What follows belongs to an exercise in optimizing a design on an open flow for small area; a production flow would make more cautious choices. Only simulation tests tie the RTL to the original design; equivalence was not proved. No activity file was given, so power comes from the tool's default toggle rates.

Setup of run 1:
==> flow/design.v (excerpt) <==
module decode_cycle
(
  input  logic        clk,
  input  logic        rst,
  input  logic [31:0] InstrD,
  input  logic [31:0] PCD,
  input  logic [31:0] PCPlus4D,
  input  logic        FlushE,
  input  logic        RegWriteW,
  input  logic [4:0]  RdW,
  input  logic [31:0] ResultW,
  output logic        RegWriteE,
  output logic [1:0]  ResultSrcE,
  output logic        MemWriteE,
  output logic        JumpE,
  output logic        BranchE,
  output logic [2:0]  ALUControlE,
  output logic        ALUSrcE,
  output logic [31:0] RD1E,
  output logic [31:0] RD2E,
  output logic [31:0] ImmExtE,
  output logic [4:0]  Rs1E,
  output logic [4:0]  Rs2E,
  output logic [4:0]  RdE,
  output logic [31:0] PCE,
  output logic [31:0] PCPlus4E
);
==> flow/config.mk <==
export PLATFORM = sky130hd
export DESIGN_NAME = decode_cycle
export DESIGN_NICKNAME = decode_cycle
export VERILOG_FILES = /design/flow/design.v
export SDC_FILE = /design/flow/constraint.sdc
export NUM_CORES = 4
export LEC_CHECK = 0
export CAP_MARGIN = 20
export CORE_MARGIN = 2
export CORE_UTILIZATION = 55
export SETUP_SLACK_MARGIN = 0.3
export SLEW_MARGIN = 20
export SYNTH_HIERARCHICAL = 1
==> flow/constraint.sdc <==
create_clock -name core_clock -period 5.0 [get_ports {clk}]
set_input_delay 1.0000 -clock core_clock [delete_from_list [all_inputs] [get_ports {clk}]]
set_output_delay 1.0000 -clock core_clock [all_outputs]
set_load 0.01 [all_outputs]
standard.sh (not shown) runs the stock make flow with config.mk's settings and CLKGATE_MAP_FILE= SYNTH_SCRIPT=/design/flow/synth_recipe.tcl, a recipe that flattens the netlist after the stock synthesis.
==> flow/flow/run.sh <==
#!/bin/bash
# Standard ORFS layout (the standard.sh), with two changes after the
# standard synthesis: port buffers are sky130_fd_sc_hd__buf_1 instead of the
# delay cell buffer_ports picks, and the clock tree uses clkbuf_8 clusters of
# up to 14 sinks without dummy loads.
set -uo pipefail
bash standard.sh synth > make_synth.log 2>&1 || exit 1
bash standard.sh \
  "BUFFER_PORTS_ARGS=-buffer_cell sky130_fd_sc_hd__buf_1" \
  "CTS_ARGS=-sink_clustering_enable -repair_clock_nets -dont_use_dummy_load -buf_list sky130_fd_sc_hd__clkbuf_8 -sink_clustering_size 14 -sink_clustering_max_diameter 70" \
  finish > make_finish.log 2>&1 || exit 1
The following lists how run 2 was set up differently from run 1:
- a change of CORE_UTILIZATION from 55 to 60
- a change of SETUP_SLACK_MARGIN from 0.3 to 0.2
- an added PLACE_DENSITY of 0.8
==> flow/flow/run.sh <==
#!/bin/bash
# Standard ORFS layout (the standard.sh), with two changes after the
# standard synthesis: port buffers are sky130_fd_sc_hd__buf_1 instead of the
# delay cell buffer_ports picks, and the clock tree uses clkbuf_8 clusters of
# up to 16 sinks without dummy loads.
set -uo pipefail
bash standard.sh synth > make_synth.log 2>&1 || exit 1
bash standard.sh \
  "BUFFER_PORTS_ARGS=-buffer_cell sky130_fd_sc_hd__buf_1" \
  "CTS_ARGS=-sink_clustering_enable -repair_clock_nets -dont_use_dummy_load -buf_list sky130_fd_sc_hd__clkbuf_8 -sink_clustering_size 16 -sink_clustering_max_diameter 80" \
  finish > make_finish.log 2>&1 || exit 1
Looking at post-synthesis to final-layout area growth, run 2 sits 1.2 points below run 1.
Relative to run 1, the core utilization of run 2 is higher by 4.7 points.
Looking at instance area after placement across run 1 and run 2, the one that comes out higher is run 1.
Per the comparison of run 2 with run 1, fmax went down, final weighted congestion in routability-driven placement went up, sum of internal, switching and leakage power went down.
[inputs] run 3 vs run 2
- PLACE_DENSITY removed (was 0.8)
[summary]
- Summary — time the final worst path needs with I/O delays and setup, run 3 relative to run 2: lower, by 0.040 ns.
- Looking at largest fanout of any net on the critical path, run 3 sits below run 2.
- Between run 3 and run 2, the difference in cell area is negligible.
--- input diff run 3..run 4 ---
- swapping 60 for 50 in CORE_UTILIZATION
- putting PLACE_DENSITY at 0.75 where nothing was set
Notes after the runs:
Compared with run 3, in run 4 switching power total higher, count of inserted tapcells higher, fmax lower.
Re global placer's final weighted congestion: run 4 and run 3 aren't equal, and the higher value belongs to run 3.

[separate check: timing with driven ports]
How much do the figures lean on ideal ports? The routed layouts below were timed once more, with nothing changed but the port constraints. Step 1 assumes that a clkbuf_16 drives the clock port and a buf_2 every other input. Step 2 times the ports against the registers' clock, not the clock port: input delays grow and output delays shrink by t, the midpoint of the rising clock arrivals with the driver on. Three values: ideal ports, drivers, drivers and shift; two values: the first two.
run | shift t [ns] | setup WS [ns] | latest minus earliest clock arrival (ns)
run 1 | 0.784 | 0.261 / 0.194 / 0.978 | 0.068 / 0.068
run 2 | 0.772 | 0.135 / 0.067 / 0.839 | 0.082 / 0.082
run 3 | 0.782 | 0.175 / 0.105 / 0.887 | 0.034 / 0.033
run 4 | 0.795 | 0.159 / 0.091 / 0.887 | 0.056 / 0.055
After both steps setup and hold are still met in every run listed.
